Background: an optimization exercise with open tools, aiming at small area, a short achievable clock period and few clock cycles per item. Do not read the settings as production practice.
In this exercise RTL edits were held to simulation tests only and were not proved equivalent to the original.
Power and IR drop assume default switching activity.

==> 06-22: inputs <==
==> flow/design.v <==
package krtt_pkg;
  localparam int unsigned SlotsDefault   = 8;
  localparam int unsigned KeyBitsDefault = 64;
  localparam int unsigned StreamKeyBits = 64;
  localparam int unsigned TimeBits      = 63;
  localparam int unsigned PeriodBits    = 16;
  localparam logic [PeriodBits-1:0] PeriodReset = 16'd15;
  typedef struct packed {
    logic allow;
    logic untracked;
  } verdict_t;
endpackage
module krtt_table #(
  parameter int unsigned SLOTS    = krtt_pkg::SlotsDefault,
  parameter int unsigned KEY_BITS = krtt_pkg::KeyBitsDefault
) (
  input  logic                              clk_i,
  input  logic                              rst_ni,
  input  logic                              req_valid_i,
  input  logic [KEY_BITS-1:0]               req_key_i,
  output logic                              key_zero_o,
  output logic                              hit_o,
  output logic                              full_o,
  output logic [SLOTS-1:0]                  hit_vec_o,
  output logic [SLOTS-1:0]                  slot_o
);
  logic [SLOTS-1:0]    slot_valid_q;
  logic [KEY_BITS-1:0] slot_key_q [SLOTS];
  logic [SLOTS-1:0] hit_vec;
  logic [SLOTS-1:0] empty_first;
  logic             ins;
  always_comb begin
    for (int i = 0; i < SLOTS; i++) begin
      hit_vec[i]     = slot_valid_q[i] && (slot_key_q[i] == req_key_i);
      empty_first[i] = !slot_valid_q[i] && (i == 0 || slot_valid_q[(i == 0) ? 0 : i-1]);
    end
  end
  assign key_zero_o = (req_key_i == '0);
  assign hit_o      = |hit_vec;
  assign hit_vec_o  = hit_vec;
  assign full_o     = slot_valid_q[SLOTS-1];
  assign slot_o     = hit_o ? hit_vec : empty_first;
  assign ins        = req_valid_i && !key_zero_o && !hit_o && !full_o;
  always_ff @(posedge clk_i or negedge rst_ni) begin
    if (!rst_ni) begin
      slot_valid_q <= '0;
    end else if (ins) begin
      slot_valid_q <= slot_valid_q | empty_first;
    end
  end
  always_ff @(posedge clk_i) begin
    for (int i = 0; i < SLOTS; i++) begin
      if (!slot_valid_q[i]) begin
        slot_key_q[i] <= req_key_i;
      end
    end
  end
endmodule
module keyed_rate_throttle_table_top #(
  parameter int unsigned SLOTS    = krtt_pkg::SlotsDefault,
  parameter int unsigned KEY_BITS = krtt_pkg::KeyBitsDefault
) (
  input  logic                                 clk_i,
  input  logic                                 rst_ni,
  input  logic                                 start,
  output logic                                 busy,
  input  logic [krtt_pkg::StreamKeyBits-1:0]   stream_key_i,
  input  logic [krtt_pkg::TimeBits-1:0]        time_ms_i,
  output logic                                 done_o,
  output logic                                 allow_o,
  output logic                                 untracked_o,
  input  logic                                 cfg_valid_i,
  output logic                                 cfg_ready_o,
  input  logic [krtt_pkg::PeriodBits-1:0]      cfg_data_i
);
  localparam int unsigned TB = krtt_pkg::TimeBits;
  localparam int unsigned PB = krtt_pkg::PeriodBits;
  function automatic logic time_ok(input logic [TB-1:0] x, input logic [TB-1:0] y,
                                   input logic [PB-1:0] a);
    logic [TB-1:0] s, k;
    logic [63:0]   g, t;
    for (int i = 0; i < TB; i++) begin
      if (i < PB) begin
        s[i] = a[i] ^ ~y[i];
        k[i] = a[i] ? ~y[i] : x[i];
      end else begin
        s[i] = x[i] ^ y[i];
        k[i] = x[i] | ~y[i];
      end
    end
    g[0] = 1'b1;
    t[0] = 1'b0;
    for (int i = 1; i < 64; i++) begin
      g[i] = (i < TB ? s[i] : 1'b0) & k[i-1];
      t[i] = (i < TB ? s[i] : 1'b0) | k[i-1];
    end
    for (int w = 1; w < 64; w = w * 2) begin
      for (int i = 2 * w - 1; i < 64; i = i + 2 * w) begin
        g[i] = g[i] | (t[i] & g[i-w]);
        t[i] = t[i] & t[i-w];
      end
    end
    time_ok = g[63];
  endfunction
  logic [PB-1:0]       period_q;
  logic                r_valid_q;
  logic [KEY_BITS-1:0] r_key_q;
  logic [TB-1:0]       r_time_q;
  logic                a_kz, a_hit, a_full;
  logic [SLOTS-1:0]    a_hit_vec, a_slot;
  logic [TB-1:0]       a_hit_time;
  logic                b_valid_q, b_hit_q, b_untr_q, b_trk_q, b_same_q, b_prev_ok_q;
  logic [SLOTS-1:0]    b_slot_q;
  logic [TB-1:0]       b_time_q, b_hit_time_q;
  logic [PB-1:0]       b_lo_q;
  logic [TB-1:0]       slot_time_q [SLOTS];
  logic                b_pass, b_allow, b_wr;
  logic                c_valid_q, c_allow_q, c_untr_q, c_wr_q;
  logic [SLOTS-1:0]    c_we_q;
  logic [TB-1:0]       c_time_q;
  assign busy        = 1'b0;
  assign cfg_ready_o = 1'b1;
  always_ff @(posedge clk_i or negedge rst_ni) begin
    if (!rst_ni) begin
      period_q  <= krtt_pkg::PeriodReset;
      r_valid_q <= 1'b0;
      b_valid_q <= 1'b0;
      c_valid_q <= 1'b0;
      c_wr_q    <= 1'b0;
      c_we_q    <= '0;
    end else begin
      if (cfg_valid_i && cfg_ready_o) begin
        period_q <= cfg_data_i;
      end
      r_valid_q <= start && !busy;
      b_valid_q <= r_valid_q;
      c_valid_q <= b_valid_q;
      c_wr_q    <= b_wr;
      c_we_q    <= b_wr ? b_slot_q : '0;
    end
  end
  always_ff @(posedge clk_i) begin
    r_key_q  <= stream_key_i[KEY_BITS-1:0];
    r_time_q <= time_ms_i;
  end
  krtt_table #(
    .SLOTS    (SLOTS),
    .KEY_BITS (KEY_BITS)
  ) u_table (
    .clk_i       (clk_i),
    .rst_ni      (rst_ni),
    .req_valid_i (r_valid_q),
    .req_key_i   (r_key_q),
    .key_zero_o  (a_kz),
    .hit_o       (a_hit),
    .full_o      (a_full),
    .hit_vec_o   (a_hit_vec),
    .slot_o      (a_slot)
  );
  always_comb begin
    a_hit_time = c_time_q & {TB{|(a_hit_vec & c_we_q)}};
    for (int i = 0; i < SLOTS; i++) begin
      a_hit_time = a_hit_time | (slot_time_q[i] & {TB{a_hit_vec[i] && !c_we_q[i]}});
    end
  end
  always_ff @(posedge clk_i) begin
    b_hit_q      <= !a_kz && a_hit;
    b_untr_q     <= a_kz || (!a_hit && a_full);
    b_trk_q      <= !a_kz && (a_hit || !a_full);
    b_same_q     <= b_valid_q && b_trk_q && |(a_hit_vec & b_slot_q);
    b_prev_ok_q  <= time_ok(r_time_q, b_time_q, r_time_q[PB-1:0] ^ ~period_q);
    b_lo_q       <= r_time_q[PB-1:0] ^ ~period_q;
    b_slot_q     <= a_slot;
    b_time_q     <= r_time_q;
    b_hit_time_q <= a_hit_time;
  end
  assign b_pass  = (b_same_q && c_wr_q) ? b_prev_ok_q
                                        : time_ok(b_time_q, b_hit_time_q, b_lo_q);
  assign b_allow = !b_hit_q || b_pass;
  assign b_wr    = b_valid_q && b_trk_q && b_allow;
  always_ff @(posedge clk_i) begin
    c_time_q <= b_time_q;
    for (int i = 0; i < SLOTS; i++) begin
      if (c_we_q[i]) begin
        slot_time_q[i] <= c_time_q;
      end
    end
  end
  always_ff @(posedge clk_i) begin
    c_allow_q <= b_allow;
    c_untr_q  <= b_untr_q;
  end
  assign done_o      = c_valid_q;
  assign allow_o     = c_allow_q;
  assign untracked_o = c_untr_q;
endmodule
==> flow/run.sh <==
#!/bin/bash
# synth_recipe.tcl (not shown) runs the flow's synth.tcl, then flattens the netlist and writes it again
# the make line also repeats each setting of config.mk as NAME=value (left out here)
make -C /OpenROAD-flow-scripts/flow DESIGN_CONFIG=/design/flow/config.mk WORK_HOME=/design/flow/orfs CLKGATE_MAP_FILE= SYNTH_SCRIPT=/design/flow/synth_recipe.tcl finish
==> flow/config.mk <==
export PLATFORM = sky130hd
export DESIGN_NAME = keyed_rate_throttle_table_top
export DESIGN_NICKNAME = keyed_rate_throttle_table_top
export VERILOG_FILES = /design/flow/design.v
export SDC_FILE = /design/flow/constraint.sdc
export NUM_CORES = 4
export LEC_CHECK = 0
export ABC_CLOCK_PERIOD_IN_PS = 3000
export CAP_MARGIN = 20
export CORE_MARGIN = 2
export CORE_UTILIZATION = 70
export CTS_CLUSTER_DIAMETER = 75
export CTS_CLUSTER_SIZE = 25
export SETUP_SLACK_MARGIN = 5
export SLEW_MARGIN = 20
==> flow/constraint.sdc <==
create_clock -name core_clock -period 8.4 [get_ports {clk_i}]
set_input_delay 1.6800 -clock core_clock [delete_from_list [all_inputs] [get_ports {clk_i}]]
set_output_delay 1.6800 -clock core_clock [all_outputs]
set_load 0.01 [all_outputs]
==> 06-05: changes against 06-22 <==
--- a/flow/design.v
+++ b/flow/design.v
@@ -116,7 +116,7 @@
   logic [TB-1:0]       slot_time_q [SLOTS];
   logic                b_pass, b_allow, b_wr;
   logic                c_valid_q, c_allow_q, c_untr_q, c_wr_q;
-  logic [SLOTS-1:0]    c_we_q;
+  logic [SLOTS-1:0]    c_slot_q, c_we;
   logic [TB-1:0]       c_time_q;
   assign busy        = 1'b0;
   assign cfg_ready_o = 1'b1;
@@ -127,7 +127,6 @@
       b_valid_q <= 1'b0;
       c_valid_q <= 1'b0;
       c_wr_q    <= 1'b0;
-      c_we_q    <= '0;
     end else begin
       if (cfg_valid_i && cfg_ready_o) begin
         period_q <= cfg_data_i;
@@ -136,7 +135,6 @@
       b_valid_q <= r_valid_q;
       c_valid_q <= b_valid_q;
       c_wr_q    <= b_wr;
-      c_we_q    <= b_wr ? b_slot_q : '0;
     end
   end
   always_ff @(posedge clk_i) begin
@@ -157,10 +155,11 @@
     .hit_vec_o   (a_hit_vec),
     .slot_o      (a_slot)
   );
+  assign c_we = c_wr_q ? c_slot_q : '0;
   always_comb begin
-    a_hit_time = c_time_q & {TB{|(a_hit_vec & c_we_q)}};
+    a_hit_time = c_time_q & {TB{|(a_hit_vec & c_we)}};
     for (int i = 0; i < SLOTS; i++) begin
-      a_hit_time = a_hit_time | (slot_time_q[i] & {TB{a_hit_vec[i] && !c_we_q[i]}});
+      a_hit_time = a_hit_time | (slot_time_q[i] & {TB{a_hit_vec[i] && !c_we[i]}});
     end
   end
   always_ff @(posedge clk_i) begin
@@ -180,8 +179,9 @@
   assign b_wr    = b_valid_q && b_trk_q && b_allow;
   always_ff @(posedge clk_i) begin
     c_time_q <= b_time_q;
+    c_slot_q <= b_slot_q;
     for (int i = 0; i < SLOTS; i++) begin
-      if (c_we_q[i]) begin
+      if (c_we[i]) begin
         slot_time_q[i] <= c_time_q;
       end
     end
==> flow/flow/run.sh (new file) <==
#!/bin/bash
set -uo pipefail
bash standard.sh SETUP_SLACK_MARGIN=5.3 "BUFFER_PORTS_ARGS=-buffer_cell sky130_fd_sc_hd__buf_1" finish > standard_flow.log 2>&1
status=$?
# keep each ORFS step's own log in this folder too
if [[ -d orfs/logs ]]; then
  cp -r orfs/logs step_logs 2>/dev/null || true
fi
exit $status
==> flow/standard.sh (new file) <==
#!/bin/bash
# synth_recipe.tcl (not shown) runs the flow's synth.tcl, then flattens the netlist and writes it again
# the make line also repeats each setting of config.mk as NAME=value (left out here)
make -C /OpenROAD-flow-scripts/flow DESIGN_CONFIG=/design/flow/config.mk WORK_HOME=/design/flow/orfs CLKGATE_MAP_FILE= SYNTH_SCRIPT=/design/flow/synth_recipe.tcl "${@:-finish}"
Settings changed: CORE_UTILIZATION 70 to 60.
removed: flow/run.sh
==> comparison table <==
| quantity | 06-05 | 06-22 |
|---|---|---|
| Result of the run | complete, no violations | complete, no violations |
| Starting density of the core | 0.603 | 0.708 |
| Cell with the biggest individual delay on the critical path | a222oi_1 | or4_4 |
| Register-to-register setup slack | 5.16 ns | 5.03 ns |
| Average routed wire per standard cell | 29.9 um | 28.1 um |
| Filler instances | 6099 | 4324 |
| Count of vias placed by the detailed router | 31507 | 30763 |
| Via-per-instance ratio | 6.32 | 6.53 |
| Sum of met2 wire segment lengths after detailed routing | 74500 um | 65700 um |
| Hold Path Sink | b_time_q[54] | c_untr_q |
| Relative contribution of the clock network to total power | 0.306 | 0.301 |
| Clock insertion delay at the later pin of the skew report | 0.67 ns | 0.66 ns |
| Layout cells sized above 1 | 0.119 | 0.0921 |
| Proportion of cell area occupied by multi-input gates | 0.239 | 0.236 |
| Pre-CTS setup slack | 3.14 ns | 3.86 ns |
| Area delta synth->final | 12.3% | 9.22% |
| Wire length of the first global-routing pass | 213000 um | 195000 um |
| Mean instance size in the synthesized netlist | 15.2 um2 | 15.6 um2 |
| CP startpoint | r_key_q[7] | r_key_q[13] |
| Max Clock Skew | 0.0441 ns | 0.0392 ns |
| Minimum hold slack | 0.351 ns | 0.340 ns |
Testbench counts of 06-22, summed over its fixed seeds: cycles 24,016, items 24,000.
Testbench counts of 06-05, summed over its fixed seeds: cycles 24,016, items 24,000.

## static timing again, ports no longer ideal
Ports are ideal in the flow. The routed layouts listed here were re-timed in OpenROAD. Step 1, drivers: a clkbuf_16 drives clk_i and a buf_2 each remaining input, both assumed. Step 2 also shifts input and output timing later by t, the mid clock arrival at the registers, as if the neighbouring blocks saw the same clock. Slacks: no drivers / after step 1 / after step 2; pairs: no drivers / after step 1.
| run | shift t [ns] | setup WS [ns] | cell pins on the clock port's net |
|---|---|---|---|
| 06-22 | 0.711 | 5.025 / 4.975 / 5.025 | 1 |
| 06-05 | 0.714 | 5.164 / 5.164 / 5.164 | 1 |
After both steps setup and hold are still met in every run listed.
